This is an optimization exercise on Yosys and OpenROAD, whose aim is small area, not a production implementation. Only simulation tests tie the RTL to the original design; equivalence was not proved. No activity file was given, so power comes from the tool's default toggle rates. The clock port is modelled as an ideal driver; clocking choices that lean on that would not hold on a real chip.

<file path="flow/run.sh">
#!/bin/bash
# synth_recipe.tcl (not shown) runs the flow's synth.tcl, then flattens the netlist and writes it again
# the make line also repeats each setting of config.mk as NAME=value (left out here)
make -C /OpenROAD-flow-scripts/flow DESIGN_CONFIG=/design/flow/config.mk WORK_HOME=/design/flow/orfs CLKGATE_MAP_FILE= SYNTH_SCRIPT=/design/flow/synth_recipe.tcl finish
</file>
<file path="flow/config.mk">
export PLATFORM = sky130hd
export DESIGN_NAME = inst_buffer_top
export DESIGN_NICKNAME = inst_buffer_top
export VERILOG_FILES = /design/flow/design.v
export SDC_FILE = /design/flow/constraint.sdc
export NUM_CORES = 4
export LEC_CHECK = 0
export CAP_MARGIN = 20
export CORE_MARGIN = 2
export CORE_UTILIZATION = 40
export SLEW_MARGIN = 20
</file>
<file path="flow/constraint.sdc">
create_clock -name core_clock -period 6.0 [get_ports {clock}]
set_input_delay 1.2000 -clock core_clock [delete_from_list [all_inputs] [get_ports {clock}]]
set_output_delay 1.2000 -clock core_clock [all_outputs]
set_load 0.01 [all_outputs]
</file>
<file path="flow/design.v">
module inst_buffer #(
    parameter int WAY   = 2,
    parameter int DEPTH = 8,
    parameter int PTR_W = $clog2(DEPTH),
    parameter int NW    = $clog2(WAY + 1),
    parameter int PKT_W = 130
) (
    input  logic                 clock,
    input  logic                 reset,
    input  logic                 flush_i,
    input  logic [WAY*PKT_W-1:0] if_packet_i,
    input  logic [NW-1:0]        if_valid_num_i,
    output logic [PTR_W:0]       buffer_free_o,
    input  logic [NW-1:0]        id_ready_num_i,
    output logic [WAY*PKT_W-1:0] id_packet_o,
    output logic [NW-1:0]        id_valid_num_o
);
    localparam int VALID_BIT = PKT_W - 1;
    logic [PKT_W-1:0] entry_q [DEPTH];
    logic [PKT_W-1:0] in_pkt  [WAY];
    logic [PKT_W-1:0] out_pkt [WAY];
    for (genvar g = 0; g < WAY; g++) begin : g_port
        assign in_pkt[g]                     = if_packet_i[g*PKT_W +: PKT_W];
        assign id_packet_o[g*PKT_W +: PKT_W] = out_pkt[g];
    end
    logic [PTR_W:0]   head_q, head_d;
    logic [PTR_W:0]   tail_q, tail_d;
    logic [PTR_W:0]   count_q, count_d;
    logic [NW-1:0]    vnum;
    logic [WAY-1:0]   we;
    logic [PTR_W-1:0] widx [WAY];
    always_comb begin : ctrl
        int cnt, nin, rdy, vo, dq, enq, byp;
        cnt = int'(count_q);
        nin = int'(if_valid_num_i);
        rdy = int'(id_ready_num_i);
        vo = (cnt < WAY) ? cnt : WAY;
        if (flush_i) vo = 0;
        dq  = (vo < rdy) ? vo : rdy;
        enq = (nin < DEPTH - cnt) ? nin : DEPTH - cnt;
        if (flush_i) enq = 0;
        byp = (dq > cnt) ? dq - cnt : 0;
        vnum    = NW'(vo);
        head_d  = head_q + (PTR_W+1)'(dq - byp);
        tail_d  = tail_q + (PTR_W+1)'(enq - byp);
        count_d = count_q + (PTR_W+1)'(enq - byp)
                - (PTR_W+1)'(dq - byp);
        for (int i = 0; i < WAY; i++) begin
            we[i]   = (i >= byp) && (i < enq);
            widx[i] = tail_q[PTR_W-1:0] + PTR_W'(i - byp);
        end
        if (flush_i) begin
            head_d  = '0;
            tail_d  = '0;
            count_d = '0;
        end
    end
    always_comb begin : outp
        id_valid_num_o = vnum;
        buffer_free_o  = (PTR_W+1)'(DEPTH) - count_q;
        for (int i = 0; i < WAY; i++) begin
            out_pkt[i] =
                entry_q[head_q[PTR_W-1:0] + PTR_W'(i)];
            out_pkt[i][VALID_BIT] = (i < int'(vnum));
        end
    end
    always_ff @(posedge clock or posedge reset) begin
        if (reset) begin
            head_q  <= '0;
            tail_q  <= '0;
            count_q <= '0;
        end else begin
            head_q  <= head_d;
            tail_q  <= tail_d;
            count_q <= count_d;
        end
    end
    always_ff @(posedge clock) begin
        for (int i = 0; i < WAY; i++) begin
            if (we[i]) entry_q[widx[i]] <= in_pkt[i];
        end
    end
endmodule
module inst_buffer_top (
    input  logic         clock,
    input  logic         reset,
    input  logic         flush_i,
    input  logic [259:0] if_packet_i,
    input  logic [1:0]   if_valid_num_i,
    input  logic [1:0]   id_ready_num_i,
    output logic [3:0]   buffer_free_o,
    output logic [259:0] id_packet_o,
    output logic [1:0]   id_valid_num_o
);
    inst_buffer #(.WAY(2), .DEPTH(8)) u_buf (
        .clock          (clock),
        .reset          (reset),
        .flush_i        (flush_i),
        .if_packet_i    (if_packet_i),
        .if_valid_num_i (if_valid_num_i),
        .buffer_free_o  (buffer_free_o),
        .id_ready_num_i (id_ready_num_i),
        .id_packet_o    (id_packet_o),
        .id_valid_num_o (id_valid_num_o)
    );
endmodule
</file>
==> flow_summary.json, run 1 <==
{
  "synth_top_cells_by_area": "edfxtp_1 52%, mux4_2 19%, mux2_2 16%",
  "min-delay-path-class": "flop to flop",
  "post-route-drc-count": 0,
  "placement.io_buffers": 530,
  "post_drt_wl_per_cell_um": 29.56,
  "power-per-cell-area_nw_per_um2": 624.8,
  "timing.critical_path.to_type": "flop",
  "core-area_um2": 149600,
  "wire_length_of_the_first_global_routing_pass_mm": 261.0,
  "static-leakage-power_nw": 24.37,
  "die_h_um": 391.8,
  "busiest_layer": "met2",
  "timing.hold.worst_path_depth": 2,
  "distinct_cells_synth": 48,
  "multi_input_comb_area_um2": 27780,
  "postLayoutCellArea_um2": 74730,
  "vias": 35620,
  "sequential_fraction_of_the_synthesis_area_pct": 51.93,
  "first_global_vias": 37990,
  "number_of_maximum_capacitance_constraint_violations": 0,
  "cts.htree.levels": 3,
  "criticalPathCategory": "input pin to flop",
  "synthTopCellsByCount": "1032 x edfxtp_1, 856 x mux2_2, 516 x mux4_2",
  "grtUsageMet3_pct": 5.495,
  "groute.layer.met2.usage_pct": 37.57,
  "clkTransAtPathRegs_ns": 0.06,
  "final_hold_viol_count": 0,
  "worst_slew_margin_rel_pct": 28.17,
  "crit_required_ns": 6.47,
  "globalRouteTotalUtil_pct": 23.22,
  "detail_route.wirelength_mm": 180.1,
  "grt_overflow_total": 0,
  "synthDominantCellAreaShare_pct": 51.51,
  "outcome": "finished clean",
  "fin_worst_skew_ns": 0.02233,
  "fill_cells": 12600,
  "synth.cell_area_um2": 60160,
  "clk_path_buf_depth": 3,
  "ant_nets": 0,
  "synth_largest_area_cell": "edfxtp_1",
  "holdPathEnd": "u_buf.tail_q[0]$_DFF_PP0_",
  "drtIter0Drc": 2360,
  "postSynthNetCount": 3602,
  "placement.cell_area_um2": 70830,
  "synthesis.yosys.warnings": 4,
  "vdd.ir_drop.worst_mv": 0.4261,
  "shortest_clock_period_the_worst_path_allows_after_layout_ns": 5.378,
  "final.period_utilization_pct": 89.63,
  "critical_path_peak_fanout": 14,
  "clk_root_buffer_cell": "clkbuf_16",
  "regToRegSetupSlack_ns": 0.72,
  "rr_worst_depth": 23,
  "floorplan.rows": 142,
  "slew_violations": 0,
  "starting_density_of_the_core_pct": 40.22,
  "worstPathArrival_ns": 5.85,
  "cts-resized-gates": 0,
  "gp_congestion": 0.7597,
  "max_freq_mhz": 185.9,
  "final_setup_violation_count": 0,
  "synthesis_to_layout_area_growth_pct": 24.21,
  "pin_count": 533,
  "synth_enable_flop_cells": 1032,
  "worst_r2r_endpoint": "u_buf.entry_q[2][53]$_DFFE_PP_",
  "clk_latency_ns": 0.74,
  "hp-start": "u_buf.tail_q[0]$_DFF_PP0_",
  "reg2reg_from": "u_buf.count_q[1]$_DFF_PP0_",
  "grt_util_met1_pct": 31.43,
  "ys_seq_elements": 1042,
  "finalPower_mw": 46.69,
  "synth-async-reset-ratio_pct": 0.9597,
  "synthCells": 3301,
  "rsz0062_at_grt": "false",
  "post_synth_top_flop": "edfxtp_1",
  "cts_hold_repair.buffers": 0,
  "design.die.area_um2": 153500,
  "grt_max_degree": 139,
  "worst_slew_pin_slew_ns": 1.077,
  "avgSynthCellArea_um2": 18.23,
  "dp_hpwl_mm": 119.6,
  "synth_most_common_cell": "edfxtp_1",
  "avgViaCountPerCell": 5.845,
  "ff_latch_area_um2": 31250,
  "dr.pass1.iters": 5,
  "final_nets": 4270,
  "cts_made_buffers": 120,
  "critPathLaunchType": "input pin",
  "cts_setup_buffers": 0,
  "clock_tree_from_tritoncts": "done",
  "cts_sinks": 1042,
  "antenna_found_initial": 38,
  "die-width_um": 391.8,
  "drive_above_1_share_pct": 46.06
}
-- worst max-delay path by stage --
| stage | start | endpoint | slack, ns | cells after the start |
|---|---|---|---|---|
| 2_1_floorplan | flush_i | u_buf.entry_q[3][0]$_DFFE_PP_ | -2.31 | 14 |
| 3_3_place_gp | flush_i | u_buf.entry_q[2][71]$_DFFE_PP_ | -0.13 | 24 |
| 3_5_place_dp | flush_i | u_buf.entry_q[2][53]$_DFFE_PP_ | -0.13 | 24 |
| 4_1_cts | u_buf.head_q[1]$_DFF_PP0_ | id_packet_o[214] | 0.60 | 5 |
| 5_1_grt | u_buf.count_q[1]$_DFF_PP0_ | u_buf.entry_q[2][53]$_DFFE_PP_ | 0.40 | 23 |
| 6_report | flush_i | u_buf.entry_q[2][53]$_DFFE_PP_ | 0.62 | 24 |
-- layout by cell type (no fill, tap or decap), drive strengths merged, types with 2 or more instances in the layout --
| cell type | Yosys | routed |
|---|---|---|
| o21ai | 6 | 6 |
| dfrtp | 10 | 10 |
| diode | 0 | 11 |
| buf | 161 | 280 |
| clkdlybuf4s50 | 0 | 530 |
| a21o | 3 | 3 |
| nor3b | 5 | 5 |
| mux2 | 1290 | 1290 |
| bufinv | 0 | 9 |
| nand2 | 14 | 14 |
| a31oi | 2 | 2 |
| conb | 2 | 2 |
| inv | 33 | 38 |
| clkinv | 0 | 50 |
| nor2b | 8 | 8 |
| edfxtp | 1032 | 1032 |
| xnor2 | 12 | 12 |
| and3 | 2 | 2 |
| ha | 24 | 24 |
| nor3 | 5 | 5 |
| a21oi | 7 | 7 |
| nand2b | 6 | 6 |
| a211o | 3 | 3 |
| fa | 10 | 10 |
| mux4 | 516 | 516 |
| mux2i | 3 | 3 |
| o41ai | 4 | 4 |
| clkbuf | 103 | 150 |
| nand3 | 3 | 3 |
| or3 | 2 | 2 |
| a41o | 2 | 2 |
| clkinvlp | 0 | 5 |
| xor2 | 7 | 7 |
| nor2 | 14 | 14 |
-- routing by layer --
metal  wire [µm]  vias up
met5         369        -
met4        4541       56
met3       11140      306
met2       86580      988
met1       77490    19030
li1            -    15240
-- critical path: stages --
cell,delay (ns)
clkdlybuf4s50_1,0.57
inv_1,0.09
and3_4,0.17
nand2b_1,0.14
a21oi_2,0.14
mux2i_2,0.33
inv_2,0.09
ha_4,0.28
nand2_2,0.05
o32a_1,0.34
nand2b_4,0.09
inv_1,0.05
ha_1,0.27
inv_1,0.04
ha_1,0.19
xor2_1,0.15
xnor2_1,0.16
xor2_1,0.29
a21oi_1,0.08
buf_4,0.18
nand2_4,0.15
buf_12,0.20
buf_12,0.20
mux2_1,0.34
-- layout make-up --
class                           count  area share, %
Antenna cell                       11        0.03684
Clock buffer                      150          4.306
Clock inverter                     69         0.8305
Inverter                           33         0.1691
Multi-Input combinational cell   1962          37.18
Sequential cell                  1042          41.82
Tap cell                         2016          3.376
Timing Repair Buffer              810          12.28
-- power by group --
group	switching [mW]	total, mW	internal [mW]
clock network	3.08	7.24	4.17
registers	1.43	13.7	12.3
logic	12.4	25.7	13.3
-- through the flow --
step                setup WS (ns)  TNS (ns)  instances  util, %  hold slack, ns
finish                     0.6219         0       6093    49.95          0.6681
CTS                        0.6009         0       6081    49.91          0.6811
floorplan                  -2.306  -1962.59       3301        -          0.6118
detailed placement        -0.1324    -68.88       5862    47.35          0.6612
global placement          -0.1287    -56.84       5862    47.35          0.6562
global route               0.3963         0       6090    49.95          0.7176
-- sequential cells by signal (all words and copies together), names as in the netlist --
| register | flops |
|---|---|
| u_buf.entry_q | 1032 |
| u_buf.count_q | 4 |
| u_buf.head_q | 3 |
| u_buf.tail_q | 3 |
-- cell families (layout without fill, tap and decap cells) --
family                   count (synthesis)  in the layout  synth area share (%)
flip-flops                            1042           1042                 51.93
buffers and inverters                  297           1062                 2.404
AO/OA/AOI/OAI                           35             35                0.4368
adder cells (fa/ha/maj)                 34             34                0.8319
other                                    2             13               0.01248
multiplexers                          1809           1809                 43.51
AND/OR/NAND/NOR                         62             62                0.5615
XOR/XNOR                                20             20                0.3140
==> run 2: changes to the inputs <==
==> flow/design.v (replaced) <==
module inst_buffer #(
    parameter int WAY   = 2,
    parameter int DEPTH = 8,
    parameter int PTR_W = $clog2(DEPTH),
    parameter int NW    = $clog2(WAY + 1),
    parameter int PKT_W = 130
) (
    input  logic                 clock,
    input  logic                 reset,
    input  logic                 flush_i,
    input  logic [WAY*PKT_W-1:0] if_packet_i,
    input  logic [NW-1:0]        if_valid_num_i,
    output logic [PTR_W:0]       buffer_free_o,
    input  logic [NW-1:0]        id_ready_num_i,
    output logic [WAY*PKT_W-1:0] id_packet_o,
    output logic [NW-1:0]        id_valid_num_o
);
    localparam int DW = PKT_W - 1;
    logic [2:0] head_q;
    logic [3:0] cnt_q;
    logic [2:0] tail;
    logic [1:0] vo, dq, enq;
    assign tail = head_q + cnt_q[2:0];
    always_comb begin
        if (flush_i)            vo = 2'd0;
        else if (cnt_q >= 4'd2) vo = 2'd2;
        else                    vo = cnt_q[1:0];
        dq = (id_ready_num_i < vo) ? id_ready_num_i : vo;
        if (flush_i)            enq = 2'd0;
        else if (cnt_q <= 4'd6) enq = if_valid_num_i;
        else if (cnt_q == 4'd7) enq = (if_valid_num_i != 2'd0) ? 2'd1 : 2'd0;
        else                    enq = 2'd0;
    end
    always_ff @(posedge clock or posedge reset) begin
        if (reset) begin
            head_q <= '0;
            cnt_q  <= '0;
        end else if (flush_i) begin
            head_q <= '0;
            cnt_q  <= '0;
        end else begin
            head_q <= head_q + 3'(dq);
            cnt_q  <= cnt_q + 4'(enq) - 4'(dq);
        end
    end
    assign id_valid_num_o = vo;
    assign buffer_free_o  = 4'd8 - cnt_q;
    logic [DW-1:0] in0, in1;
    assign in0 = if_packet_i[0 +: DW];
    assign in1 = if_packet_i[PKT_W +: DW];
    logic [DW-1:0] bank0 [4];
    logic [DW-1:0] bank1 [4];
    logic [DW-1:0] wd0, wd1;
    assign wd0 = tail[0] ? in1 : in0;
    assign wd1 = tail[0] ? in0 : in1;
    logic [2:0] tail1;
    assign tail1 = tail + 3'd1;
    logic [3:0] we0, we1;
    always_comb begin
        for (int r = 0; r < 4; r++) begin
            we0[r] = ((enq != 2'd0) && tail  == {2'(r), 1'b0})
                  || ((enq == 2'd2) && tail1 == {2'(r), 1'b0});
            we1[r] = ((enq != 2'd0) && tail  == {2'(r), 1'b1})
                  || ((enq == 2'd2) && tail1 == {2'(r), 1'b1});
        end
    end
    always_ff @(posedge clock) begin
        for (int r = 0; r < 4; r++) begin
            if (we0[r]) bank0[r] <= wd0;
            if (we1[r]) bank1[r] <= wd1;
        end
    end
    logic [1:0] r0, r1;
    assign r1 = head_q[2:1];
    assign r0 = head_q[2:1] + 2'(head_q[0]);
    logic [DW-1:0] x0, x1;
    assign x0 = bank0[r0];
    assign x1 = bank1[r1];
    assign id_packet_o[0 +: DW]     = head_q[0] ? x1 : x0;
    assign id_packet_o[PKT_W +: DW] = head_q[0] ? x0 : x1;
    assign id_packet_o[DW]          = (vo != 2'd0);
    assign id_packet_o[PKT_W + DW]  = (vo == 2'd2);
endmodule
module inst_buffer_top (
    input  logic         clock,
    input  logic         reset,
    input  logic         flush_i,
    input  logic [259:0] if_packet_i,
    input  logic [1:0]   if_valid_num_i,
    input  logic [1:0]   id_ready_num_i,
    output logic [3:0]   buffer_free_o,
    output logic [259:0] id_packet_o,
    output logic [1:0]   id_valid_num_o
);
    inst_buffer #(.WAY(2), .DEPTH(8)) u_buf (
        .clock          (clock),
        .reset          (reset),
        .flush_i        (flush_i),
        .if_packet_i    (if_packet_i),
        .if_valid_num_i (if_valid_num_i),
        .buffer_free_o  (buffer_free_o),
        .id_ready_num_i (id_ready_num_i),
        .id_packet_o    (id_packet_o),
        .id_valid_num_o (id_valid_num_o)
    );
endmodule
--- a/flow/config.mk
+++ b/flow/config.mk
@@ -7,2 +7,3 @@
 export LEC_CHECK = 0
+export ABC_AREA = 1
 export CAP_MARGIN = 20
@@ -10,2 +11,3 @@
 export CORE_UTILIZATION = 40
+export CTS_BUF_LIST = sky130_fd_sc_hd__clkbuf_4
 export SLEW_MARGIN = 20
==> run 2 against run 1 <==
- global-route usage fell by 0.24 points
- first-iteration DRC count rose by 18%
- total power fell by 27%
- synthesized cell count rose by 30%
- wire length fell by 24%
- highest routed layer unchanged
- via count fell by 3.2%
- flip-flop and latch count fell by 3
- hold slack got worse by 0.34 ns
- utilization fell by 0.16 points
- register-to-register slack improved by 1.6 ns
- critical path type is now flop to output port
- sequential share of layout area rose by 14 points
- still clean
==> flow_summary.json, run 2 <==
{
  "design.die.area_um2": 116800,
  "dp_hpwl_mm": 78.18,
  "core-area_um2": 112800,
  "max_freq_mhz": 174.7,
  "first_global_vias": 33560,
  "drive_above_1_share_pct": 10.52,
  "grt_max_degree": 171,
  "reg2reg_from": "u_buf.head_q[0]$_DFF_PP0_",
  "final_nets": 5198,
  "min-delay-path-class": "input pin to async pin",
  "worst_r2r_endpoint": "u_buf.bank1[2][111]$_DFFE_PP_",
  "post_synth_top_flop": "edfxtp_1",
  "fin_setup_tns_ns": 0,
  "pin_count": 533,
  "synthesis.yosys.warnings": 3,
  "post_drt_wl_per_cell_um": 20.72,
  "placement.setup.worst_slack_ns": 1.255,
  "final_setup_violation_count": 0,
  "critPathLaunchType": "flop",
  "synth_most_common_cell": "nand2_1",
  "slew_violations": 0,
  "final.period_utilization_pct": 95.40,
  "drtIter0Drc": 2786,
  "clk_root_buffer_cell": "clkbuf_4",
  "die-width_um": 341.8,
  "grt_overflow_total": 0,
  "outcome": "finished clean",
  "distinct_cells_synth": 32,
  "globalRouteTotalUtil_pct": 22.99,
  "clkTransAtPathRegs_ns": 0.06,
  "avgSynthCellArea_um2": 10.63,
  "placement.cell_area_um2": 52630,
  "wire_length_of_the_first_global_routing_pass_mm": 200.6,
  "antenna_found_initial": 4,
  "detail_route.wirelength_mm": 136.7,
  "criticalPathCategory": "flop to output port",
  "worstPathArrival_ns": 4.52,
  "shortest_clock_period_the_worst_path_allows_after_layout_ns": 5.724,
  "vias": 34490,
  "sequential_fraction_of_the_synthesis_area_pct": 68.29,
  "static-leakage-power_nw": 21.12,
  "dr.pass1.iters": 7,
  "synth.cell_area_um2": 45640,
  "cts_made_buffers": 294,
  "cts.htree.levels": 5,
  "rr_worst_depth": 11,
  "timing_startpoint_of_the_critical_path": "u_buf.head_q[1]$_DFF_PP0_",
  "postLayoutCellArea_um2": 56160,
  "most_frequent_standard_cell_in_the_layout_excluding_fill_and_tap_cells": "nand2_1",
  "final_cell_mix": "1485 x nand2_1, 1032 x edfxtp_1, 530 x clkdlybuf4s50_1, 435 x clkbuf_4, 389 x nand3_1",
  "clk_latency_ns": 1.15,
  "timing.critical_path.to_type": "output port",
  "synthDominantCellAreaShare_pct": 67.90,
  "final_hold_viol_count": 0,
  "clock_tree_from_tritoncts": "done",
  "placement.io_buffers": 530,
  "clk_path_buf_depth": 4,
  "rsz0062_at_grt": "false",
  "synth-async-reset-ratio_pct": 0.6737,
  "power-per-cell-area_nw_per_um2": 609.1,
  "crit_required_ns": 4.80,
  "cts_sinks": 1039,
  "regToRegSetupSlack_ns": 2.28,
  "synth_largest_area_cell": "edfxtp_1",
  "finalPower_mw": 34.21,
  "worst_slew_pin_slew_ns": 1.053,
  "worst_slew_margin_rel_pct": 29.80,
  "vdd.ir_drop.worst_mv": 0.3910,
  "synthesis_to_layout_area_growth_pct": 23.06,
  "gp_congestion": 0.7756,
  "die_h_um": 341.8,
  "synth_top_cells_by_area": "edfxtp_1 68%, nand2_1 12%, nand3_1 4.3%",
  "fin_worst_skew_ns": 0.06345,
  "critical_path_peak_fanout": 100,
  "ant_nets": 0,
  "number_of_maximum_capacitance_constraint_violations": 0,
  "avgViaCountPerCell": 5.229,
  "synthCells": 4294,
  "postSynthNetCount": 4581,
  "floorplan.rows": 123,
  "setup_ws_ns": 0.2762,
  "post-route-drc-count": 0,
  "synthTopCellsByCount": "1493 x nand2_1, 1032 x edfxtp_1, 389 x nand3_1",
  "starting_density_of_the_core_pct": 40.46,
  "ys_seq_elements": 1039,
  "synth_enable_flop_cells": 1032
}
-- run 2: cell types whose count changed after synthesis, sizes merged, moves of 33 or more --
cell    delta
nand2   +1482
mux2    -1290
mux4     -516
nand3    +386
o21ai    +377
inv      +286
nand4    +199
o211ai    +68
nor2      +52
clkbuf    +48
buf       -43
o22ai     +33
-- run 2: cell families (layout without fill, tap and decap cells) --
group	count (synthesis)	count (layout)	synth area share, %
AO/OA/AOI/OAI	490	490	5.872
XOR/XNOR	4	4	0.07678
adder cells (fa/ha/maj)	20	20	0.6141
buffers and inverters	589	1390	5.234
flip-flops	1039	1039	68.29
other	0	1	0
AND/OR/NAND/NOR	2152	2152	19.92
-- run 2: report_power, final --
group,switching [mW],internal [mW],leakage (nW),total [mW]
sequential,0.388,11.2,9.49,11.6
clock,2.83,3.41,2.14,6.23
combinational,10.6,5.81,9.49,16.4
-- run 2: cell type report --
cell class / instances / area, µm²
sequential: 1039 / 31170
antenna: 1 / 2.502
fill: 10110 / 56640
tap: 1500 / 1877
multi-input combinational: 2666 / 12200
clock buffer: 435 / 3266
timing repair buffer: 590 / 6163
clock inverter: 45 / 255.2
inverter: 320 / 1230
-- run 2: metal layers --
metal | share of wire, % | GRT usage (%) | vias up
li1 | - | - | 16310
met1 | 40 | 28.36 | 16560
met2 | 49 | 39.38 | 1368
met3 | 7.5 | 4.950 | 247
met4 | 2.9 | 8.957 | 6
met5 | 0.032 | 0 | -
-- run 2: worst max-delay path by stage --
stage	to	slack, ns	cells past startpoint
2_1_floorplan	u_buf.bank0[2][0]$_DFFE_PP_	0.87	10
3_3_place_gp	id_packet_o[44]	1.28	9
3_5_place_dp	id_packet_o[44]	1.26	9
4_1_cts	id_packet_o[44]	0.05	9
5_1_grt	id_packet_o[44]	0.11	10
6_report	id_packet_o[174]	0.28	10
-- run 2: critical path, stage by stage, from the launching register on --
cell and delay (ns):
dfrtp_1 0.69, ha_4 0.23, inv_1 0.06, nand2_4 0.09
buf_16 0.48, a21oi_4 0.12, buf_12 0.22, nand2_1 0.27
nand3_1 0.10, nand2_1 0.21, clkdlybuf4s50_1 0.58
-- run 2: stage by stage --
step	util [%]	hold WS, ns	cells
floorplan	-	0.6296	4294
global placement	46.65	0.8464	6115
detailed placement	46.65	0.8561	6115
CTS	49.78	0.1752	6595
global route	49.79	0.2392	6596
finish	49.79	0.3286	6596
-- run 2: timing repair --
action,4_1_cts,5_1_grt
setup buffers,0,0
setup endpoints to repair,14,18
hold buffers,0,0
resized for setup,2,1
==> run 3: changes to the inputs <==
--- a/flow/config.mk
+++ b/flow/config.mk
@@ -7,3 +7,2 @@
 export LEC_CHECK = 0
-export ABC_AREA = 1
 export CAP_MARGIN = 20
@@ -11,3 +10,2 @@
 export CORE_UTILIZATION = 40
-export CTS_BUF_LIST = sky130_fd_sc_hd__clkbuf_4
 export SLEW_MARGIN = 20
==> run 3 against run 2 <==
- via count fell by 36%
- combinational power is 15% lower
- largest cell class unchanged
- final area fell by 2.4%
- global-route usage is 4.5 points lower
- hold slack improved by 0.53 ns
- clock-buffer cell count shrank 311
- highest routed layer unchanged
- non-clock buffer count shrank 21
- critical endpoint is now id_packet_o[160]
- synthesized cell count fell by 53%
==> flow_summary.json, run 3 <==
{
  "worstPathArrival_ns": 3.92,
  "detailroute.wirelength.met2_mm": 54.29,
  "core-area_um2": 109000,
  "critPathMaxStageDelay_ns": 0.60,
  "clk_latency_ns": 0.69,
  "crit_required_ns": 4.80,
  "critPathLaunchType": "flop",
  "starting_density_of_the_core_pct": 40.41,
  "placement.io_buffers": 530,
  "worst_slew_pin_slew_ns": 1.129,
  "dp_hpwl_mm": 63.34,
  "final_cell_mix": "1032 x edfxtp_1, 530 x clkdlybuf4s50_1, 516 x mux2_2, 258 x mux4_2, 110 x clkbuf_16",
  "post_synth_fa_ha_maj_area_fraction_pct": 0.6363,
  "grt_max_degree": 147,
  "die-width_um": 335.8,
  "critical_path_peak_fanout": 61,
  "rr_worst_depth": 8,
  "outcome": "finished clean",
  "wl_met1_mm": 41.86,
  "reg2reg_from": "u_buf.head_q[0]$_DFF_PP0_",
  "synth_enable_flop_cells": 1032,
  "final_nets": 2870,
  "synthesis_to_layout_area_growth_pct": 24.46,
  "slew_violations": 0,
  "clk_root_buffer_cell": "clkbuf_16",
  "synth_simple_gate_area_share_pct": 0.3721,
  "avgSynthCellArea_um2": 21.78,
  "synth_most_common_cell": "edfxtp_1",
  "rsz0062_at_grt": "false",
  "worst_r2r_endpoint": "u_buf.bank0[0][84]$_DFFE_PP_",
  "postSynthNetCount": 2309,
  "die_h_um": 335.8,
  "shortest_clock_period_the_worst_path_allows_after_layout_ns": 5.121,
  "criticalPathCategory": "flop to output port",
  "post-route-drc-count": 0,
  "gp_congestion": 0.7450,
  "synth_compound_area_share_pct": 0.2869,
  "most_frequent_standard_cell_in_the_layout_excluding_fill_and_tap_cells": "edfxtp_1",
  "fill_cells": 8808,
  "drive_above_1_share_pct": 36.76,
  "synthesis.yosys.warnings": 3,
  "placement.setup.worst_slack_ns": 1.320,
  "ant_nets": 0,
  "synth.mux.area_fraction_pct": 26.38,
  "cts_sinks": 1039,
  "power-per-cell-area_nw_per_um2": 574.9,
  "post_synth_top_flop": "edfxtp_1",
  "min-delay-path-class": "flop to flop",
  "number_of_maximum_capacitance_constraint_violations": 0,
  "cts_made_buffers": 107,
  "cts_hold_repair.buffers": 0,
  "crit_chain": "ha_4, xnor2_2, buf_12, mux4_2, mux2_2, clkdlybuf4s50_1",
  "synth-async-reset-ratio_pct": 0.6737,
  "final_core_util_pct": 50.29,
  "avgViaCountPerCell": 5.411,
  "main_combinational_cell_family_by_area_after_synthesis": "multiplexers",
  "regToRegSetupSlack_ns": 1.90,
  "ys_seq_elements": 1039,
  "synthDominantCellAreaShare_pct": 70.36,
  "holdPathEnd": "u_buf.cnt_q[3]$_DFF_PP0_",
  "final_hold_viol_count": 0,
  "dr.pass1.iters": 5,
  "sequential_fraction_of_the_synthesis_area_pct": 70.76,
  "post_drt_wl_per_cell_um": 25.69,
  "final_setup_violation_count": 0,
  "vdd.ir_drop.worst_mv": 0.6850,
  "floorplan.rows": 121,
  "synthCells": 2022,
  "setup_ws_ns": 0.8789,
  "design.die.area_um2": 112800,
  "worst_slew_margin_rel_pct": 24.73,
  "placement.cell_area_um2": 51270,
  "distinct_cells_synth": 34,
  "synth.cell_area_um2": 44040,
  "clk_path_buf_depth": 3,
  "synth_largest_area_cell": "edfxtp_1",
  "critical_path.n_buffers_inverters": 2,
  "final.period_utilization_pct": 85.35,
  "fin_worst_skew_ns": 0.02865,
  "synth_top_cells_by_area": "edfxtp_1 70%, mux2_2 13%, mux4_2 13%",
  "wire_length_of_the_first_global_routing_pass_mm": 152.6,
  "timing.critical_path.max_delay_family": "buffers and inverters",
  "synthTopCellsByCount": "1032 x edfxtp_1, 516 x mux2_2, 258 x mux4_2",
  "timing.critical_path.to_type": "output port",
  "postLayoutCellArea_um2": 54820,
  "first_global_vias": 23840,
  "detail_route.wirelength_mm": 105.2,
  "globalRouteTotalUtil_pct": 18.47,
  "route.top_layer_used": "met5",
  "vias": 22160,
  "max_freq_mhz": 195.3,
  "timing.hold.worst_path_depth": 4,
  "static-leakage-power_nw": 17.31,
  "met3_wirelength_mm": 6.134,
  "post_synth_xor_area_fraction_pct": 0.1591,
  "drtIter0Drc": 1187,
  "antenna_found_initial": 24,
  "cts_setup_buffers": 0,
  "finalPower_mw": 31.52,
  "grt_overflow_total": 0,
  "clock_tree_from_tritoncts": "done",
  "timing.critical_path.slowest_stage_cell": "dfrtp_4",
  "hp-start": "u_buf.cnt_q[3]$_DFF_PP0_",
  "cts.htree.levels": 3,
  "clkTransAtPathRegs_ns": 0.06,
  "cts-resized-gates": 0,
  "pin_count": 533
}
==> run 3: changes by cell type in the layout (fill, tap and decap cells not counted), sizes merged, moves of 199 or more <==
cell / change
o21ai: -381
nand3: -389
mux2: +516
clkbuf: -311
nand2: -1487
nand4: -199
inv: -307
mux4: +258
==> run 3: kinds of logic after synthesis <==
logic type,Yosys count
AO/OA/AOI/OAI,18
XOR/XNOR,8
adder cells (fa/ha/maj),20
buffers and inverters,131
flip-flops,1039
multiplexers,774
AND/OR/NAND/NOR,32
==> run 3: layout make-up <==
type / instances / area [µm²] / area share [%]
diodes: 7 / 17.52 / 0.03196
clock buffers: 124 / 2805 / 5.117
clock inverters: 76 / 721.9 / 1.317
inverters: 14 / 52.55 / 0.09587
multi-input cells: 852 / 12400 / 22.62
flip-flops and latches: 1039 / 31180 / 56.87
well taps: 1414 / 1769 / 3.228
repair buffers: 569 / 5873 / 10.71
==> run 3: how the worst max path moves through the flow <==
| stage | from | endpoint | slack (ns) | cells after the start |
|---|---|---|---|---|
| after floorplan | u_buf.cnt_q[0]$_DFF_PP0_ | u_buf.bank1[0][0]$_DFFE_PP_ | -0.24 | 10 |
| after global placement | flush_i | u_buf.bank0[0][36]$_DFFE_PP_ | 1.47 | 6 |
| after detailed placement | flush_i | u_buf.bank0[0][36]$_DFFE_PP_ | 1.32 | 6 |
| after CTS | u_buf.head_q[1]$_DFF_PP0_ | id_packet_o[28] | 0.75 | 5 |
| after global routing | u_buf.head_q[1]$_DFF_PP0_ | id_packet_o[28] | 0.63 | 5 |
| final | u_buf.head_q[0]$_DFF_PP0_ | id_packet_o[160] | 0.88 | 6 |
==> run 3: stage by stage <==
stage	std cells	setup TNS, ns	hold WS, ns
after floorplan	2022	-115.18	0.6366
after global placement	3888	0	0.8509
after detailed placement	3888	0	0.8478
after CTS	4088	0	0.8437
after global routing	4094	0	0.8438
final	4095	0	0.8593
==> run 3: per-layer routing <==
layer / vias up / track usage (%)
met5: - / 0
met4: 34 / 5.257
met3: 183 / 4.469
met2: 608 / 32.61
met1: 11710 / 22.51
li1: 9622 / -
==> run 3: worst register-to-register path: cells and delay by family (launching register included) <==
kind	cells	cell delay, ns
AO/OA/AOI/OAI	1	0.86
adder cells (fa/ha/maj)	2	1.16
buffers and inverters	2	0.50
flip-flops	1	0.60
AND/OR/NAND/NOR	3	0.67
==> run 3: where the power goes <==
part / internal, mW / total [mW] / leakage (nW) / switching [mW]
clock: 3.90 / 6.62 / 1.72 / 2.72
combinational: 6.93 / 13.9 / 6.16 / 6.93
sequential: 10.7 / 11.0 / 9.44 / 0.312
total: 21.5 / 31.5 / 17.3 / 9.97
==> run 4: changes to the inputs <==
--- a/flow/design.v
+++ b/flow/design.v
@@ -18,7 +18,6 @@
     localparam int DW = PKT_W - 1;
-    logic [2:0] head_q;
+    logic [7:0] head_q;    
+    logic [7:0] tail_q;    
     logic [3:0] cnt_q;
-    logic [2:0] tail;
     logic [1:0] vo, dq, enq;
-    assign tail = head_q + cnt_q[2:0];
     always_comb begin
@@ -33,11 +32,21 @@
     end
+    function automatic logic [7:0] rot(input logic [7:0] v, input logic [1:0] n);
+        case (n)
+            2'd1:    rot = {v[6:0], v[7]};
+            2'd2:    rot = {v[5:0], v[7:6]};
+            default: rot = v;
+        endcase
+    endfunction
     always_ff @(posedge clock or posedge reset) begin
         if (reset) begin
-            head_q <= '0;
+            head_q <= 8'd1;
+            tail_q <= 8'd1;
             cnt_q  <= '0;
         end else if (flush_i) begin
-            head_q <= '0;
+            head_q <= 8'd1;
+            tail_q <= 8'd1;
             cnt_q  <= '0;
         end else begin
-            head_q <= head_q + 3'(dq);
+            head_q <= rot(head_q, dq);
+            tail_q <= rot(tail_q, enq);
             cnt_q  <= cnt_q + 4'(enq) - 4'(dq);
@@ -53,29 +62,34 @@
     logic [DW-1:0] wd0, wd1;
-    assign wd0 = tail[0] ? in1 : in0;
-    assign wd1 = tail[0] ? in0 : in1;
-    logic [2:0] tail1;
-    assign tail1 = tail + 3'd1;
-    logic [3:0] we0, we1;
+    logic          t_odd, h_odd;
+    assign t_odd = tail_q[1] | tail_q[3] | tail_q[5] | tail_q[7];
+    assign h_odd = head_q[1] | head_q[3] | head_q[5] | head_q[7];
+    assign wd0 = ~(t_odd ? in1 : in0);
+    assign wd1 = ~(t_odd ? in0 : in1);
+    logic [7:0] we;
+    assign we = ((enq != 2'd0) ? tail_q : 8'd0)
+              | ((enq == 2'd2) ? {tail_q[6:0], tail_q[7]} : 8'd0);
+    always_ff @(posedge clock) begin
+        for (int r = 0; r < 4; r++) begin
+            if (we[2*r])   bank0[r] <= wd0;
+            if (we[2*r+1]) bank1[r] <= wd1;
+        end
+    end
+    logic [3:0] s0, s1;
     always_comb begin
         for (int r = 0; r < 4; r++) begin
-            we0[r] = ((enq != 2'd0) && tail  == {2'(r), 1'b0})
-                  || ((enq == 2'd2) && tail1 == {2'(r), 1'b0});
-            we1[r] = ((enq != 2'd0) && tail  == {2'(r), 1'b1})
-                  || ((enq == 2'd2) && tail1 == {2'(r), 1'b1});
+            s0[r] = head_q[2*r] | head_q[(2*r+7)%8];
+            s1[r] = head_q[2*r] | head_q[2*r+1];
         end
     end
-    always_ff @(posedge clock) begin
+    logic [DW-1:0] x0, x1;
+    always_comb begin
+        x0 = '0;
+        x1 = '0;
         for (int r = 0; r < 4; r++) begin
-            if (we0[r]) bank0[r] <= wd0;
-            if (we1[r]) bank1[r] <= wd1;
+            x0 = x0 | (bank0[r] & {DW{s0[r]}});
+            x1 = x1 | (bank1[r] & {DW{s1[r]}});
         end
     end
-    logic [1:0] r0, r1;
-    assign r1 = head_q[2:1];
-    assign r0 = head_q[2:1] + 2'(head_q[0]);
-    logic [DW-1:0] x0, x1;
-    assign x0 = bank0[r0];
-    assign x1 = bank1[r1];
-    assign id_packet_o[0 +: DW]     = head_q[0] ? x1 : x0;
-    assign id_packet_o[PKT_W +: DW] = head_q[0] ? x0 : x1;
+    assign id_packet_o[0 +: DW]     = ~(h_odd ? x1 : x0);
+    assign id_packet_o[PKT_W +: DW] = ~(h_odd ? x0 : x1);
     assign id_packet_o[DW]          = (vo != 2'd0);
==> flow/flow/run.sh (new file) <==
#!/bin/bash
# Standard layout, with the port buffers made from the smallest buffer cell.
export BUFFER_PORTS_ARGS="-buffer_cell sky130_fd_sc_hd__buf_1"
bash standard.sh > standard.log 2>&1
==> flow/standard.sh (new file) <==
#!/bin/bash
# synth_recipe.tcl (not shown) runs the flow's synth.tcl, then flattens the netlist and writes it again
# the make line also repeats each setting of config.mk as NAME=value (left out here)
make -C /OpenROAD-flow-scripts/flow DESIGN_CONFIG=/design/flow/config.mk WORK_HOME=/design/flow/orfs CLKGATE_MAP_FILE= SYNTH_SCRIPT=/design/flow/synth_recipe.tcl "${@:-finish}"
removed: flow/run.sh
==> run 4 against run 3 <==
- still clean
- non-clock buffer count increased by 8
- final area down 7.7%
- setup slack better by 0.39 ns
- clock skew fell by 0.0019 ns
- first-iteration DRC count is 95% higher
- total power shrank 18%
==> flow_summary.json, run 4 <==
{
  "outcome": "finished clean",
  "antenna_found_initial": 25,
  "synthTopCellsByCount": "1032 x edfxtp_1, 516 x a22oi_1, 267 x mux2i_1",
  "number_of_maximum_capacitance_constraint_violations": 0,
  "clkTransAtPathRegs_ns": 0.06,
  "max_freq_mhz": 211.4,
  "drtIter0Drc": 2318,
  "fill_cells": 9423,
  "synthDominantCellAreaShare_pct": 71.23,
  "synth_most_common_cell": "edfxtp_1",
  "worst_slew_pin_slew_ns": 1.063,
  "synth_top_cells_by_area": "edfxtp_1 71%, a22oi_1 8.9%, mux2i_1 6.1%",
  "sequential_fraction_of_the_synthesis_area_pct": 72.39,
  "setup_crit_end": "id_packet_o[209]",
  "timing_startpoint_of_the_critical_path": "u_buf.head_q[0]$_DFFE_PP1P_",
  "critPathMaxStageDelay_ns": 0.80,
  "synth_largest_area_cell": "edfxtp_1",
  "worstPathArrival_ns": 3.53,
  "final.period_utilization_pct": 78.84,
  "grt_overflow_total": 0,
  "die-width_um": 333.8,
  "avgSynthCellArea_um2": 14.76,
  "critical_path_peak_fanout": 52,
  "avgViaCountPerCell": 5.653,
  "cts-resized-gates": 0,
  "shortest_clock_period_the_worst_path_allows_after_layout_ns": 4.730,
  "reg2reg_from": "u_buf.cnt_q[0]$_DFF_PP0_",
  "rsz0062_at_grt": "false",
  "gp_congestion": 0.7629,
  "pin_count": 533,
  "regToRegSetupSlack_ns": 2.31,
  "vdd.ir_drop.worst_mv": 0.5097,
  "rr_worst_depth": 14,
  "cts_setup_buffers": 0,
  "ant_nets": 0,
  "most_frequent_standard_cell_in_the_layout_excluding_fill_and_tap_cells": "edfxtp_1",
  "worst_slew_margin_rel_pct": 29.13,
  "fin_setup_tns_ns": 0,
  "critical_path.n_buffers_inverters": 2,
  "criticalPathCategory": "flop to output port",
  "cp.depth": 6,
  "synth-async-reset-ratio_pct": 1.901,
  "crit_required_ns": 4.80,
  "clk_path_buf_depth": 3,
  "dr.pass1.iters": 5,
  "final_hold_viol_count": 0,
  "fin_worst_skew_ns": 0.02677,
  "grt_max_degree": 213,
  "synthesis_to_layout_area_growth_pct": 16.33,
  "finalPower_mw": 25.88,
  "distinct_cells_synth": 56,
  "worst_r2r_endpoint": "u_buf.cnt_q[2]$_DFF_PP0_",
  "critPathLaunchType": "flop",
  "timing.critical_path.max_delay_family": "simple AND/OR/NAND/NOR gates",
  "static-leakage-power_nw": 17.68,
  "synth_enable_flop_cells": 1032,
  "min-delay-path-class": "flop to flop",
  "dp_hpwl_mm": 69.97,
  "detail_route.wirelength_mm": 120.9,
  "clk_latency_ns": 0.68,
  "cts_sinks": 1052,
  "drive_above_1_share_pct": 6.376,
  "first_global_vias": 27420,
  "final_nets": 3707,
  "ys_seq_elements": 1052,
  "post-route-drc-count": 0,
  "die_h_um": 333.8,
  "clock_tree_from_tritoncts": "done",
  "timing.critical_path.to_type": "output port",
  "synthCells": 2948,
  "vias": 27870,
  "timing.critical_path.slowest_stage_cell": "or2_4",
  "cts_made_buffers": 109,
  "starting_density_of_the_core_pct": 40.47,
  "final_cell_mix": "1032 x edfxtp_1, 530 x buf_1, 516 x a22oi_1, 267 x mux2i_1",
  "slew_violations": 0,
  "crit_chain": "or2_4, buf_4, a22oi_1, nand3_1, o21ai_0, buf_1",
  "synth.cell_area_um2": 43510,
  "cts_hold_repair.buffers": 0,
  "wire_length_of_the_first_global_routing_pass_mm": 175.3,
  "cts.htree.levels": 3,
  "floorplan.rows": 120,
  "synthesis.yosys.warnings": 3,
  "final_setup_violation_count": 0,
  "post_drt_wl_per_cell_um": 24.53,
  "core-area_um2": 107500,
  "design.die.area_um2": 111400,
  "globalRouteTotalUtil_pct": 21.18,
  "power-per-cell-area_nw_per_um2": 511.4,
  "clk_root_buffer_cell": "clkbuf_16",
  "postSynthNetCount": 3228,
  "post_synth_top_flop": "edfxtp_1",
  "placement.io_buffers": 530
}
[run 4: worst reg2reg max path, cell delays in order (launching register included)]
cell     delay [ns]
dfrtp_1        0.47
inv_1          0.14
ha_1           0.21
or3b_1         0.51
and2_1         0.25
inv_1          0.08
ha_1           0.23
o22a_1         0.38
nor2_1         0.08
ha_1           0.29
inv_1          0.04
ha_1           0.22
fa_1           0.45
xnor2_1        0.16
nor2_1         0.05
[run 4: layout make-up]
| type | count | area (µm²) | area share, % |
|---|---|---|---|
| Sequential cell | 1052 | 31490 | 62.23 |
| Timing Repair Buffer | 577 | 2630 | 5.197 |
| Clock buffer | 141 | 2912 | 5.753 |
| Clock inverter | 56 | 559.3 | 1.105 |
| Multi-Input combinational cell | 1675 | 11180 | 22.10 |
| Antenna cell | 13 | 32.53 | 0.06428 |
| Tap cell | 1403 | 1755 | 3.468 |
| Inverter | 12 | 45.04 | 0.08900 |
[run 4: layer usage]
metal / global-route usage, % / up-vias / routed length [µm]
li1: - / 12770 / -
met1: 26.27 / 13960 / 48740
met2: 36.66 / 909 / 60380
met3: 5.427 / 203 / 9046
met4: 5.789 / 24 / 2596
met5: 0 / - / 167
[run 4: worst min path at each step]
stage                                             end  cells past startpoint                        start
after floorplan           u_buf.tail_q[4]$_DFFE_PP0P_                      2  u_buf.tail_q[4]$_DFFE_PP0P_
after global placement    u_buf.head_q[1]$_DFFE_PP0P_                      2  u_buf.head_q[0]$_DFFE_PP1P_
after detailed placement  u_buf.head_q[1]$_DFFE_PP0P_                      2  u_buf.head_q[0]$_DFFE_PP1P_
after CTS                 u_buf.head_q[1]$_DFFE_PP0P_                      2  u_buf.head_q[0]$_DFFE_PP1P_
after global routing      u_buf.head_q[1]$_DFFE_PP0P_                      2  u_buf.head_q[0]$_DFFE_PP1P_
final                     u_buf.head_q[1]$_DFFE_PP0P_                      2  u_buf.head_q[0]$_DFFE_PP1P_
[run 4: cell families (layout without fill, tap and decap cells)]
group / after synthesis / count (layout) / share of synthesized area [%]
DFF: 1052 / 1052 / 72.39
AOI/OAI and AO/OA: 834 / 834 / 13.01
and+or+nand+nor: 556 / 556 / 5.806
muxes: 268 / 268 / 6.169
buffers and inverters: 221 / 786 / 2.143
adders and majority gates: 13 / 13 / 0.4084
xor gates and xnor gates: 4 / 4 / 0.08052
other: 0 / 13 / 0
[run 4: power by group]
group / internal (mW) / total [mW] / switching (mW)
Clock: 3.84 / 6.58 / 2.74
Sequential: 9.47 / 9.65 / 0.182
Combinational: 2.89 / 9.65 / 6.76
[run 4: through the flow]
| stage | hold WS (ns) | setup WS, ns | std cells | utilization, % | cell area [µm²] |
|---|---|---|---|---|---|
| final | 0.5692 | 1.270 | 4929 | 47.08 | 50610 |
| after global routing | 0.6034 | 1.105 | 4924 | 47.07 | 50600 |
| after CTS | 0.5723 | 1.170 | 4916 | 47.05 | 50580 |
| after detailed placement | 0.5626 | 1.920 | 4719 | 43.82 | 47110 |
| after global placement | 0.5642 | 1.905 | 4719 | 43.82 | 47110 |
| after floorplan | 0.5350 | 0.4763 | 2948 | - | 43510 |
==> run 5: changes to the inputs <==
--- a/flow/config.mk
+++ b/flow/config.mk
@@ -10,2 +10,4 @@
 export CORE_UTILIZATION = 40
+export CTS_CLUSTER_DIAMETER = 100
+export CTS_CLUSTER_SIZE = 20
 export SLEW_MARGIN = 20
==> run 5 against run 4 <==
- combinational power hardly changed
- cell count fell by 2.5%
- non-clock buffer count stayed put
- first-iteration DRC count down 5.5%
- area after synthesis unchanged
- total power fell by 9.7%
- synthesized cell count stayed put
- setup slack improved by 0.033 ns
- global-route usage fell by 0.31 points
- final area fell by 3.7%
- wire length is 0.89% lower
- fmax rose by 0.69%
- critical path type unchanged
- largest power group is now combinational cells
- highest routed layer unchanged
==> flow_summary.json, run 5 <==
{
  "outcome": "finished clean",
  "internal_power_mw": 14.18,
  "synthCells": 2948,
  "setup_ws_ns": 1.303,
  "cts-resized-gates": 0,
  "grt_overflow_total": 0,
  "worst_slew_margin_rel_pct": 29.50,
  "critPathLaunchType": "flop",
  "cts_sinks": 1052,
  "fin_worst_skew_ns": 0.01487,
  "clk_latency_ns": 0.67,
  "first_global_vias": 26720,
  "die_h_um": 333.8,
  "final_setup_violation_count": 0,
  "distinct_cells_synth": 56,
  "rsz0062_at_grt": "false",
  "number_of_maximum_capacitance_constraint_violations": 0,
  "min-delay-path-class": "flop to flop",
  "cts_made_buffers": 59,
  "detail_route.wirelength_mm": 119.8,
  "clock_tree_from_tritoncts": "done",
  "fill_cells": 9584,
  "finalPower_mw": 23.37,
  "avgViaCountPerCell": 5.700,
  "synth_top_cells_by_area": "edfxtp_1 71%, a22oi_1 8.9%, mux2i_1 6.1%",
  "synthesis_to_layout_area_growth_pct": 12.02,
  "final_hold_viol_count": 0,
  "clk_path_buf_depth": 3,
  "vdd.ir_drop.worst_mv": 0.5108,
  "max_freq_mhz": 212.9,
  "drtIter0Drc": 2191,
  "globalRouteTotalUtil_pct": 20.87,
  "pin_count": 533,
  "post_synth_top_flop": "edfxtp_1",
  "grt_max_degree": 213,
  "share_comb_of_total_power_pct": 41.3,
  "synth-async-reset-ratio_pct": 1.901,
  "wire_length_of_the_first_global_routing_pass_mm": 172.8,
  "synthesis.yosys.warnings": 3,
  "sequential_cell_fraction_of_total_power_pct": 41.2,
  "die-width_um": 333.8,
  "cts_setup_buffers": 0,
  "criticalPathCategory": "flop to output port",
  "synthTopCellsByCount": "1032 x edfxtp_1, 516 x a22oi_1, 267 x mux2i_1",
  "sequential_fraction_of_the_synthesis_area_pct": 72.39,
  "post-route-drc-count": 0,
  "final_cell_mix": "1032 x edfxtp_1, 530 x buf_1, 516 x a22oi_1, 267 x mux2i_1",
  "gp_congestion": 0.7629,
  "clk_root_buffer_cell": "clkbuf_16",
  "core-area_um2": 107500,
  "fin_setup_tns_ns": 0,
  "synthDominantCellAreaShare_pct": 71.23,
  "static-leakage-power_nw": 16.79,
  "starting_density_of_the_core_pct": 40.47,
  "slew_violations": 0,
  "clkTransAtPathRegs_ns": 0.09,
  "drive_above_1_share_pct": 4.334,
  "avgSynthCellArea_um2": 14.76,
  "cts_hold_repair.buffers": 0,
  "placement.setup.worst_slack_ns": 1.920,
  "synth.cell_area_um2": 43510,
  "power.switching_fraction_pct": 39.34,
  "timing.critical_path.to_type": "output port",
  "final_nets": 3657,
  "postLayoutCellArea_um2": 48730,
  "ys_seq_elements": 1052,
  "critical_path_peak_fanout": 52,
  "net-switching-power_mw": 9.192,
  "shortest_clock_period_the_worst_path_allows_after_layout_ns": 4.697,
  "synth_largest_area_cell": "edfxtp_1",
  "cts.htree.levels": 2,
  "placement.cell_area_um2": 47110,
  "vias": 27380,
  "placement.io_buffers": 530,
  "most_frequent_standard_cell_in_the_layout_excluding_fill_and_tap_cells": "edfxtp_1",
  "final.period_utilization_pct": 78.29,
  "p_clk_share_pct": 17.5,
  "post_drt_wl_per_cell_um": 24.95,
  "worst_slew_pin_slew_ns": 1.057,
  "antenna_found_initial": 26,
  "dr.pass1.iters": 5,
  "ant_nets": 0,
  "postSynthNetCount": 3228,
  "crit_required_ns": 4.80,
  "dp_hpwl_mm": 69.97,
  "synth_enable_flop_cells": 1032,
  "worstPathArrival_ns": 3.50,
  "floorplan.rows": 120,
  "power-per-cell-area_nw_per_um2": 479.5,
  "whs_ns": 0.5757,
  "design.die.area_um2": 111400,
  "synth_most_common_cell": "edfxtp_1"
}
run 5: final timing paths:
check	depth (start not counted)	slack, ns	endpoint	start
max in group asynchronous	2	4.83	u_buf.head_q[3]$_DFFE_PP0P_	reset
min reg2reg	2	0.58	u_buf.head_q[1]$_DFFE_PP0P_	u_buf.head_q[0]$_DFFE_PP1P_
min	2	0.58	u_buf.head_q[1]$_DFFE_PP0P_	u_buf.head_q[0]$_DFFE_PP1P_
max reg2reg	14	2.30	u_buf.cnt_q[2]$_DFF_PP0_	u_buf.cnt_q[0]$_DFF_PP0_
min in group asynchronous	2	0.64	u_buf.cnt_q[2]$_DFF_PP0_	reset
max	6	1.30	id_packet_o[209]	u_buf.head_q[0]$_DFFE_PP1P_
run 5: layout make-up:
cell class	instances	area, µm²	area share [%]
Tap cell	1403	1755	3.602
Multi-Input combinational cell	1675	11180	22.95
Sequential cell	1052	31490	64.62
Clock inverter	4	36.28	0.07445
Timing Repair Buffer	577	2630	5.397
Clock buffer	72	1568	3.217
Antenna cell	9	22.52	0.04621
Inverter	12	45.04	0.09243
run 5: worst max-delay path: stages, from the launching register on:
cell and delay, ns:
dfstp_2 0.58, or2_4 0.80, buf_4 0.69, a22oi_1 0.21, nand3_1 0.14, o21ai_0 0.18
buf_1 0.20
run 5: through the flow:
step | instances | util [%]
floorplan | 2948 | -
global placement | 4719 | 43.82
detailed placement | 4719 | 43.82
CTS | 4795 | 45.31
global route | 4802 | 45.33
finish | 4804 | 45.33
run 5: power groups by stage:
stage / registers [mW] / clock network, mW / logic, mW
6_report: 9.64 / 4.08 / 9.65
5_1_grt: 9.69 / 4.42 / 10.6
4_1_cts: 9.64 / 4.17 / 9.76
3_5_place_dp: 9.80 / 0 / 9.74
3_3_place_gp: 9.78 / 0 / 9.66
2_1_floorplan: 9.82 / 0 / 6.03
run 5: kinds of logic (layout without fill, tap and decap cells):
group | Yosys count | after routing | share of synthesized area (%)
fa+ha+maj | 13 | 13 | 0.4084
mux | 268 | 268 | 6.169
compound gates | 834 | 834 | 13.01
xor+xnor | 4 | 4 | 0.08052
flops | 1052 | 1052 | 72.39
simple gates | 556 | 556 | 5.806
other cells | 0 | 9 | 0
buf+inv | 221 | 665 | 2.143
run 5: per-layer routing:
| layer | routed length [µm] | vias to the layer above | GRT usage (%) |
|---|---|---|---|
| li1 | - | 12560 | - |
| met1 | 48520 | 13790 | 26.36 |
| met2 | 59950 | 841 | 36.20 |
| met3 | 8863 | 161 | 4.969 |
| met4 | 2265 | 32 | 4.955 |
| met5 | 241 | - | 0 |
==> run 6: changes to the inputs <==
--- a/flow/design.v
+++ b/flow/design.v
@@ -19,3 +19,3 @@
     logic [7:0] head_q;    
-    logic [7:0] tail_q;    
+    logic [2:0] tail_q;    
     logic [3:0] cnt_q;
@@ -42,3 +42,3 @@
             head_q <= 8'd1;
-            tail_q <= 8'd1;
+            tail_q <= 3'd0;
             cnt_q  <= '0;
@@ -46,3 +46,3 @@
             head_q <= 8'd1;
-            tail_q <= 8'd1;
+            tail_q <= 3'd0;
             cnt_q  <= '0;
@@ -50,3 +50,3 @@
             head_q <= rot(head_q, dq);
-            tail_q <= rot(tail_q, enq);
+            tail_q <= tail_q + 3'(enq);
             cnt_q  <= cnt_q + 4'(enq) - 4'(dq);
@@ -63,3 +63,3 @@
     logic          t_odd, h_odd;
-    assign t_odd = tail_q[1] | tail_q[3] | tail_q[5] | tail_q[7];
+    assign t_odd = tail_q[0];
     assign h_odd = head_q[1] | head_q[3] | head_q[5] | head_q[7];
@@ -67,5 +67,7 @@
     assign wd1 = ~(t_odd ? in0 : in1);
-    logic [7:0] we;
-    assign we = ((enq != 2'd0) ? tail_q : 8'd0)
-              | ((enq == 2'd2) ? {tail_q[6:0], tail_q[7]} : 8'd0);
+    logic [7:0] we, t_oh;
+    always_comb
+        for (int e = 0; e < 8; e++) t_oh[e] = (tail_q == 3'(e));
+    assign we = ((enq != 2'd0) ? t_oh : 8'd0)
+              | ((enq == 2'd2) ? {t_oh[6:0], t_oh[7]} : 8'd0);
     always_ff @(posedge clock) begin
==> flow/flow/run.sh (replaced) <==
#!/bin/bash
# Standard layout (the standard.sh), with two changes:
#  - the port buffers are made from the smallest buffer cell, buf_1;
#  - clock tree synthesis clusters up to 25 sinks per leaf buffer and
#    inserts no dummy loads.
export BUFFER_PORTS_ARGS="-buffer_cell sky130_fd_sc_hd__buf_1"
export CTS_ARGS="-sink_clustering_enable -repair_clock_nets -dont_use_dummy_load -sink_clustering_size 30 -sink_clustering_max_diameter 100"
bash standard.sh > standard.log 2>&1
--- a/flow/config.mk
+++ b/flow/config.mk
@@ -9,5 +9,3 @@
 export CORE_MARGIN = 2
-export CORE_UTILIZATION = 40
-export CTS_CLUSTER_DIAMETER = 100
-export CTS_CLUSTER_SIZE = 20
+export CORE_UTILIZATION = 70
 export SLEW_MARGIN = 20
==> run 6 against run 5 <==
- hold slack better by 0.026 ns
- clock power fell by 21%
- still clean
- utilization increased by 32 points
- clock skew grew 0.013 ns
- register-to-register slack got worse by 0.09 ns
- total power down 12%
- largest cell class unchanged
- wire length fell by 3.7%
- critical endpoint is now id_packet_o[105]
- final area is 3.6% lower
- cell count shrank 14%
- flip-flop and latch count is 5 lower
- first-iteration DRC count is 78% higher
- largest power group is now registers
==> flow_summary.json, run 6 <==
{
  "outcome": "finished clean",
  "setup_crit_end": "id_packet_o[105]",
  "ff_latch_area_um2": 31370,
  "pin_count": 533,
  "floorplan.rows": 90,
  "groute.layer.met2.usage_pct": 57.46,
  "post-route-drc-count": 0,
  "synth.mux.area_fraction_pct": 5.994,
  "post_synth_fa_ha_maj_area_fraction_pct": 0.4878,
  "avgSynthCellArea_um2": 14.71,
  "grt_max_degree": 130,
  "synth.cell_area_um2": 43090,
  "synth-async-reset-ratio_pct": 1.433,
  "cts.htree.levels": 2,
  "critPathLaunchType": "flop",
  "cts_setup_buffers": 0,
  "most_frequent_standard_cell_in_the_layout_excluding_fill_and_tap_cells": "edfxtp_1",
  "busiest_layer": "met2",
  "synthesis_to_layout_area_growth_pct": 9.025,
  "worst_slew_margin_rel_pct": 27.86,
  "reg2reg_from": "u_buf.cnt_q[0]$_DFF_PP0_",
  "criticalPathCategory": "flop to output port",
  "placement.cell_area_um2": 45890,
  "main_combinational_cell_family_by_area_after_synthesis": "compound AO/OA/AOI/OAI gates",
  "multi_input_comb_area_um2": 10920,
  "final_core_util_pct": 77.54,
  "drtIter0Drc": 3903,
  "final.period_utilization_pct": 77.43,
  "number_of_cells_in_the_finished_layout_apart_from_fillers": 4142,
  "dr.pass1.iters": 10,
  "synth_top_cells_by_area": "edfxtp_1 72%, a22oi_1 9.0%, mux2i_1 6.0%",
  "antenna_found_initial": 31,
  "dp_hpwl_mm": 67.12,
  "rr_worst_depth": 15,
  "worst_r2r_endpoint": "u_buf.cnt_q[2]$_DFF_PP0_",
  "slew_violations": 0,
  "clock_tree_from_tritoncts": "done",
  "rsz0062_at_grt": "false",
  "vias": 28540,
  "avgViaCountPerCell": 6.890,
  "vdd.ir_drop.worst_mv": 0.3849,
  "static-leakage-power_nw": 15.23,
  "synth_enable_flop_cells": 1032,
  "fill_cells": 3600,
  "synthesis.yosys.warnings": 3,
  "sequential_fraction_of_the_synthesis_area_pct": 72.80,
  "worstPathArrival_ns": 3.45,
  "gp_congestion": 0.8355,
  "design.die.area_um2": 63550,
  "place.detailed.instances": 4078,
  "critical_path_peak_fanout": 116,
  "drive_above_1_share_pct": 3.206,
  "synth_most_common_cell": "edfxtp_1",
  "final_nets": 3621,
  "cts_hold_repair.buffers": 0,
  "grt_util_met1_pct": 46.44,
  "synth_simple_gate_area_share_pct": 6.023,
  "post_synth_xor_area_fraction_pct": 0.1220,
  "synth_compound_area_share_pct": 12.47,
  "postSynthNetCount": 3212,
  "clk_root_buffer_cell": "clkbuf_16",
  "post_synth_top_flop": "edfxtp_1",
  "final_cell_mix": "1032 x edfxtp_1, 530 x buf_1, 516 x a22oi_1, 272 x nand2_1, 262 x nand3_1",
  "synth_largest_area_cell": "edfxtp_1",
  "max_freq_mhz": 215.3,
  "postLayoutCellArea_um2": 46980,
  "detail_route.wirelength_mm": 115.4,
  "number_of_maximum_capacitance_constraint_violations": 0,
  "synthDominantCellAreaShare_pct": 71.92,
  "core-area_um2": 60580,
  "starting_density_of_the_core_pct": 71.12,
  "cts_sinks": 1047,
  "min-delay-path-class": "flop to flop",
  "distinct_cells_synth": 43,
  "shortest_clock_period_the_worst_path_allows_after_layout_ns": 4.646,
  "clkTransAtPathRegs_ns": 0.11,
  "worst_slew_pin_slew_ns": 1.082,
  "ys_seq_elements": 1047,
  "timing_startpoint_of_the_critical_path": "u_buf.head_q[3]$_DFFE_PP0P_",
  "crit_required_ns": 4.80,
  "placement.io_buffers": 530,
  "fin_worst_skew_ns": 0.02795,
  "grtUsageMet3_pct": 8.126,
  "die-width_um": 252.1,
  "cts_made_buffers": 40,
  "synthCells": 2930,
  "globalRouteTotalUtil_pct": 35.46,
  "timing.critical_path.to_type": "output port",
  "cts-resized-gates": 0,
  "clk_path_buf_depth": 3,
  "post_drt_wl_per_cell_um": 27.85,
  "power-per-cell-area_nw_per_um2": 438.4,
  "grt_overflow_total": 0,
  "final_setup_violation_count": 0,
  "ant_nets": 0,
  "final_hold_viol_count": 0,
  "synthTopCellsByCount": "1032 x edfxtp_1, 516 x a22oi_1, 272 x nand2_1",
  "first_global_vias": 28140,
  "wire_length_of_the_first_global_routing_pass_mm": 166.8,
  "regToRegSetupSlack_ns": 2.21,
  "die_h_um": 252.1,
  "clk_latency_ns": 0.63
}
-- run 6: area by class of cell --
cell class	instances	area share, %
repair buffers	574	5.513
flip-flops and latches	1047	66.78
well taps	782	2.083
multi-input cells	1661	23.25
inverters	15	0.1199
diodes	23	0.1225
clock buffers	40	2.131
-- run 6: how the worst min path moves through the flow --
stage / depth (start not counted) / end / start
CTS: 2 / u_buf.head_q[2]$_DFFE_PP0P_ / u_buf.head_q[2]$_DFFE_PP0P_
global route: 2 / u_buf.head_q[2]$_DFFE_PP0P_ / u_buf.head_q[2]$_DFFE_PP0P_
finish: 2 / u_buf.head_q[2]$_DFFE_PP0P_ / u_buf.head_q[2]$_DFFE_PP0P_
global placement: 2 / u_buf.head_q[2]$_DFFE_PP0P_ / u_buf.head_q[2]$_DFFE_PP0P_
detailed placement: 2 / u_buf.head_q[2]$_DFFE_PP0P_ / u_buf.head_q[2]$_DFFE_PP0P_
floorplan: 2 / u_buf.head_q[2]$_DFFE_PP0P_ / u_buf.head_q[2]$_DFFE_PP0P_
-- run 6: where the power goes --
part,internal [mW],total (mW),switching (mW)
combinational,2.36,8.13,5.77
clock,1.21,3.23,2.02
sequential,9.01,9.23,0.220
total,12.6,20.6,8.01
-- run 6: routing by layer --
metal / routed length (µm) / vias up
met2: 55950 / 1710
met5: 190 / -
met3: 13240 / 279
met4: 5027 / 28
met1: 40950 / 14140
li1: - / 12380
-- run 6: worst max-delay path: stages, from the launching register on --
cell and delay [ns]:
dfrtp_1 0.48, nor4_2 0.94, buf_12 0.35, buf_12 0.40
nand3_1 0.15, o21ai_0 0.11, buf_1 0.31
-- run 6: stage by stage --
step | TNS [ns] | worst slack [ns] | hold slack, ns | power, mW
after floorplan | -853.67 | -1.904 | 0.5347 | 14.25
final | 0 | 1.354 | 0.6013 | 20.59
after global placement | 0 | 1.563 | 0.5757 | 17.13
after CTS | 0 | 1.430 | 0.5940 | 20.49
after global routing | 0 | 1.234 | 0.6349 | 21.47
after detailed placement | 0 | 1.465 | 0.5770 | 17.38
-- run 6: cells by family after synthesis --
kind of cell	Yosys count
AND/OR/NAND/NOR	579
multiplexers	258
buffers and inverters	222
AO/OA/AOI/OAI	803
flip-flops	1047
XOR/XNOR	6
adder cells (fa/ha/maj)	15

[what the ideal ports hide]
No port has a modelled driver above. Below, the same layouts with a new extraction and two added sets of constraints. Step 1, drivers: a clkbuf_16 drives clock and a buf_2 each remaining input, both assumed. Step 2 moves the port delays by t, midway between the first and last clock arrival at a register: inputs arrive t later, outputs are due t later. That takes back most of the time a late clock gives input paths. Three values: no drivers, after step 1, after step 2; two values: the first two.
run	shift t [ns]	slack for setup (ns)	worst setup path at the end	slew at the worst register clock pin (ns)	worst slew at a driven data input, ns
run 1	0.816	0.622 / 0.545 / -0.143	input to register	0.06 / 0.06	0.13
run 2	1.176	0.276 / 0.210 / 1.386	register to output	0.07 / 0.07	0.09
run 3	0.746	0.879 / 0.809 / 1.368	input to register	0.06 / 0.06	0.12
run 4	0.738	1.270 / 1.203 / 1.907	input to register	0.06 / 0.06	0.18
run 5	0.734	1.303 / 1.234 / 1.908	input to register	0.09 / 0.09	0.15
run 6	0.675	1.354 / 1.288 / 1.399	input to register	0.11 / 0.11	0.14
With both steps, setup timing fails in run 1, where it was met with ideal ports. For run 1, which loses most, drivers alone change the setup slack by -0.077 ns; drivers and shift together by -0.765 ns.
